Source: an optimization exercise on an open RTL-to-GDS flow (aim: a short achievable clock period and few clock cycles). Production flows keep margins and buffers that such runs may drop. In this exercise RTL edits were held to simulation tests only and were not proved equivalent to the original.

==> flow/design.v <==
`default_nettype none
module md_unit #(
    parameter int unsigned MULT_CYC = 5,
    parameter int unsigned DIV_CYC  = 10
) (
    input  logic        clk,
    input  logic        reset,
    input  logic        start,
    input  logic [2:0]  MD_OP,
    input  logic [31:0] A,
    input  logic [31:0] B,
    input  logic        cancel,
    input  logic        D_MD,
    output logic        busy,
    output logic [31:0] MD_OUT,
    output logic [31:0] HI,
    output logic [31:0] LO,
    output logic        md_stall
);
    localparam logic [1:0] c_IDLE = 2'd0;
    localparam logic [1:0] c_MUL  = 2'd1;
    localparam logic [1:0] c_DIV  = 2'd2;
    logic [1:0]  r_state;
    logic [31:0] r_cnt;
    logic [31:0] r_a;
    logic [31:0] r_b;
    logic        r_signed;
    logic [31:0] r_hi;
    logic [31:0] r_lo;
    logic [63:0] w_a_ext;
    logic [63:0] w_b_ext;
    logic [63:0] w_prod;
    logic        w_a_neg;
    logic        w_b_neg;
    logic [31:0] w_a_mag;
    logic [31:0] w_b_mag;
    logic [31:0] w_divisor;
    logic [31:0] w_q_mag;
    logic [31:0] w_r_mag;
    logic [31:0] w_quo;
    logic [31:0] w_rem;
    assign w_a_ext = {{32{r_signed & r_a[31]}}, r_a};
    assign w_b_ext = {{32{r_signed & r_b[31]}}, r_b};
    assign w_prod  = w_a_ext * w_b_ext;
    assign w_a_neg   = r_signed & r_a[31];
    assign w_b_neg   = r_signed & r_b[31];
    assign w_a_mag   = w_a_neg ? (32'd0 - r_a) : r_a;
    assign w_b_mag   = w_b_neg ? (32'd0 - r_b) : r_b;
    assign w_divisor = (w_b_mag == 32'd0) ? 32'd1 : w_b_mag;
    assign w_q_mag   = w_a_mag / w_divisor;
    assign w_r_mag   = w_a_mag % w_divisor;
    assign w_quo     = (w_a_neg ^ w_b_neg) ? (32'd0 - w_q_mag) : w_q_mag;
    assign w_rem     = w_a_neg ? (32'd0 - w_r_mag) : w_r_mag;
    always_ff @(posedge clk) begin
        if (reset) begin
            r_state  <= c_IDLE;
            r_cnt    <= 32'd0;
            r_a      <= 32'd0;
            r_b      <= 32'd0;
            r_signed <= 1'b0;
            r_hi     <= 32'd0;
            r_lo     <= 32'd0;
        end else begin
            case (r_state)
                c_IDLE: begin
                    if (start && !cancel) begin
                        case (MD_OP)
                            3'b000, 3'b001: begin
                                r_a      <= A;
                                r_b      <= B;
                                r_signed <= ~MD_OP[0];
                                r_cnt    <= 32'(MULT_CYC);
                                r_state  <= c_MUL;
                            end
                            3'b010, 3'b011: begin
                                r_a      <= A;
                                r_b      <= B;
                                r_signed <= ~MD_OP[0];
                                r_cnt    <= 32'(DIV_CYC);
                                r_state  <= c_DIV;
                            end
                            3'b100:  r_hi <= A;
                            3'b101:  r_lo <= A;
                            default: ;
                        endcase
                    end
                end
                c_MUL, c_DIV: begin
                    r_cnt <= r_cnt - 32'd1;
                    if (r_cnt == 32'd1) begin
                        r_state <= c_IDLE;
                        if (r_state == c_MUL) begin
                            r_hi <= w_prod[63:32];
                            r_lo <= w_prod[31:0];
                        end else if (r_b != 32'd0) begin
                            r_hi <= w_rem;
                            r_lo <= w_quo;
                        end
                    end
                end
                default: r_state <= c_IDLE;
            endcase
        end
    end
    assign busy     = (r_state != c_IDLE);
    assign HI       = r_hi;
    assign LO       = r_lo;
    assign md_stall = D_MD & (busy | (start & ~cancel));
    assign MD_OUT   = (MD_OP == 3'b110) ? r_hi :
                      (MD_OP == 3'b111) ? r_lo : 32'd0;
endmodule
`default_nettype wire
==> flow/run.sh <==
#!/bin/bash
# synth_recipe.tcl (not shown) runs the flow's synth.tcl, then flattens the netlist and writes it again
# the make line also repeats each setting of config.mk as NAME=value (left out here)
make -C /OpenROAD-flow-scripts/flow DESIGN_CONFIG=/design/flow/config.mk WORK_HOME=/design/flow/orfs CLKGATE_MAP_FILE= SYNTH_SCRIPT=/design/flow/synth_recipe.tcl finish
==> flow/config.mk <==
export PLATFORM = sky130hd
export DESIGN_NAME = md_unit
export DESIGN_NICKNAME = md_unit
export VERILOG_FILES = /design/flow/design.v
export SDC_FILE = /design/flow/constraint.sdc
export NUM_CORES = 4
export LEC_CHECK = 0
export CAP_MARGIN = 20
export CORE_MARGIN = 2
export CORE_UTILIZATION = 40
export SLEW_MARGIN = 20
==> flow/constraint.sdc <==
create_clock -name core_clock -period 90.0 [get_ports {clk}]
set_input_delay 18.0000 -clock core_clock [delete_from_list [all_inputs] [get_ports {clk}]]
set_output_delay 18.0000 -clock core_clock [all_outputs]
set_load 0.01 [all_outputs]
==> run notes <==
* Setup Viol. Count Final at 0
* Biggest cell delay along the critical path at 0.75 ns
* Worst R2R Setup Slack at 3.45 ns
* RSZ-0062 raised after global routing: false
* Initial antenna violation count at 34
* CTS max path bufs at 2
* GR Util met3 at 7.286%
* Commonest non-fill, non-tap cells in the layout: buf_4, nand2_1, inv_1
* #FFs+latches synth at 163
* Syn Nets at 12420
* WHS at 0.4657 ns
* Mapped Area at 80140 µm²
* Met1 GRT Util at 51.18%
* Asr flop ratio synth at 0%
* Most used DFF post-synth: dfxtp_1
* Crit path launch type: register
* Worst path arrival time at 87.00 ns
* Clock skew at 0.03829 ns
* Number of synthesized flops with an enable pin at 0
* Tot GR Track Use at 41.98%
* DRC at 0
* Yosys warns at 1
* Pins Over Slew Limit at 0
* Share of cells above drive strength 1 at 19.21%
* Sink Count at 163
* Routability cong. at 1.072
* Family with the most delay on the worst path: compound AO/OA/AOI/OAI gates
* Clk pin slew, worst setup/hold paths at 0.07 ns
* Vias per cell at 5.911
* Outcome: finished clean
* Period Utilization, post-route at 96.17%
* CTS tree: built
* Initial core utilization at 40.18%
* Die area at 204000 µm²
* CTS Hold Buffers Added at 0
* Detailed Place HPWL at 358600 µm
* Sequential area share after synthesis at 4.072%
* Total CTS buffers at 17
* HP Class: register to register
* DIE WIDTH at 451.6 µm
* Crit Path Class: register to register
* Cell repeated most along the worst path: buf_4
* # nets final at 14030
* Num rows at 164
* Routed Antenna Nets at 0
* Unique cell type count in the Yosys netlist at 101
* H-tree Lvls at 4
* # IOs at 170
* Skew-Pair Late Insertion Delay at 0.53 ns
* Pin count of the biggest net entering global routing at 66
* IO buf count at 169
* Clk root buf: clkbuf_16
* Die extent in y at 451.6 µm
* Max transition margin at 18.97%
* Core area at 199500 µm²
* Worst-Margin Slew at 1.199 ns
* CP max FO at 26
* Final Hold Viols at 0
* Met2 Track Usage GR at 67.26%
* Most common cell after layout, fill and taps aside: buf_4
* WL/cell at 29.42 µm
* Grt peak-use layer: met2
* Final WL at 434200 µm
* Min Tclk post-route at 86.55 ns
* CP max-delay cell: a31oi_1
* Max Fclk at 11.55 MHz
* Vias in the first global route at 88440
* Average size of a mapped cell at 7.657 µm²
* Post-Place Cells at 14710
* Worst EP required at 90.45 ns
* Fillers at 19920
* First-pass iteration count of the detailed router at 9
* Post-synthesis instance total at 10470
* 1st-iter DRT viols at 8449
* Worst Path Buf+Inv at 65
* Worst Setup End Kind: register
* Routed via count at 87250
* Synthesis-to-finish area growth at 23.81%
* Max-Cap Viols at 0
* Layout Cells excl Fill at 14760
* GRT overflow at 0
* Global-route wire length before repair at 624000 µm
[worst reg2reg max path: cells and delay by family (launching register included)]
family / cells / cell delay [ns]
buffers and inverters: 65 / 11.91
AND/OR/NAND/NOR: 108 / 24.33
adder cells (fa/ha/maj): 32 / 9.85
multiplexers: 1 / 0.31
flip-flops: 1 / 0.59
XOR/XNOR: 2 / 0.48
AO/OA/AOI/OAI: 162 / 39.01
[state kept, by name, summed over array words and instances (netlist names)]
register	cells
r_a	32
r_b	32
r_cnt	32
r_hi	32
r_lo	32
r_signed	1
r_state	2
[repair_timing]
item,4_1_cts,5_1_grt
endpoints found under the setup margin,49,64
endpoints found under the hold margin,0,0
pin swaps,0,4
buffers inserted,0,5
gates resized for setup,6,65
[path summary, 6_finish.rpt]
| kind | to | cells after the start | start |
|---|---|---|---|
| worst max-delay path | r_hi[23] | 370 | r_b[18] |
| worst min-delay path | r_b[27] | 2 | r_b[27] |
| worst max register to register | r_hi[23] | 370 | r_b[18] |
| worst min register to register | r_b[27] | 2 | r_b[27] |
[metal layers]
metal / up-vias / share of wire [%]
met5: - / 0.032
met1: 43280 / 39
li1: 38310 / -
met3: 1277 / 7.9
met2: 4372 / 45
met4: 20 / 9.0
[layout make-up]
class / count / area [µm²] / share of cell area (%)
Clock inverter: 14 / 142.6 / 0.1437
Timing Repair Buffer: 2121 / 16480 / 16.61
Inverter: 1333 / 5010 / 5.049
Multi-Input combinational cell: 8442 / 70500 / 71.05
Sequential cell: 163 / 3309 / 3.335
Tap cell: 2656 / 3323 / 3.349
Antenna cell: 15 / 37.54 / 0.03783
Clock buffer: 17 / 425.4 / 0.4287
[cell families after synthesis]
group | after synthesis | synth area share (%)
AOI/OAI and AO/OA | 2325 | 19.03
adders and majority gates | 1877 | 39.85
DFF | 163 | 4.072
buffers and inverters | 1862 | 8.819
xor gates and xnor gates | 577 | 6.306
and+or+nand+nor | 3577 | 20.78
muxes | 86 | 1.143
[synth_stat cells, types with 211 or more instances]
library cell | n | area [µm²]
o21ai_0 | 409 | 2047
a21oi_1 | 666 | 3333
nand2_1 | 1538 | 5773
inv_1 | 1329 | 4989
nor3_1 | 211 | 1056
and2_1 | 287 | 1795
xnor2_1 | 359 | 3144
xor2_1 | 218 | 1909
fa_1 | 1126 | 22540
clkbuf_1 | 371 | 1393
ha_1 | 751 | 9397
nor2_1 | 716 | 2688
[stage by stage]
| step | instance area (µm²) | utilization (%) | setup slack (ns) | TNS [ns] |
|---|---|---|---|---|
| 6_report | 99230 | 49.75 | 3.449 | 0 |
| 3_3_place_gp | 98220 | 49.25 | -1.324 | -45.95 |
| 4_1_cts | 98870 | 49.57 | 0.08721 | 0 |
| 3_5_place_dp | 98280 | 49.27 | -0.6137 | -14.19 |
| 2_1_floorplan | 80140 | - | 7.474 | 0 |
| 5_1_grt | 99200 | 49.73 | 0.01889 | 0 |
Testbench counts, summed over its fixed seeds: cycles 149,968.

re-timing with driven ports:
The results above use ideal ports. As a check the final layout listed here was re-extracted and re-timed, cells and wires unchanged.
Step 1 (the two cells are an assumption about what drives the block):
set clk [get_ports {clk}]
set_driving_cell -lib_cell sky130_fd_sc_hd__clkbuf_16 $clk
set_driving_cell -lib_cell sky130_fd_sc_hd__buf_2 [delete_from_list [all_inputs] $clk]
Step 2 also shifts input and output timing later by t, the mid clock arrival at the registers, as if the neighbouring blocks saw the same clock.
a / b / c = no drivers / after step 1 / after step 2; a / b = the first two.
t (ns): 0.588
setup slack, ns: 3.449 / 3.449 / 3.449
worst setup path after step 2: register to register
worst slew at a driven data input, ns: 0.09
pins driven straight from the clock port: 1
After both steps setup and hold are still met in this run. For this run, drivers alone change the setup slack by 0.000 ns; drivers and shift together by 0.000 ns.
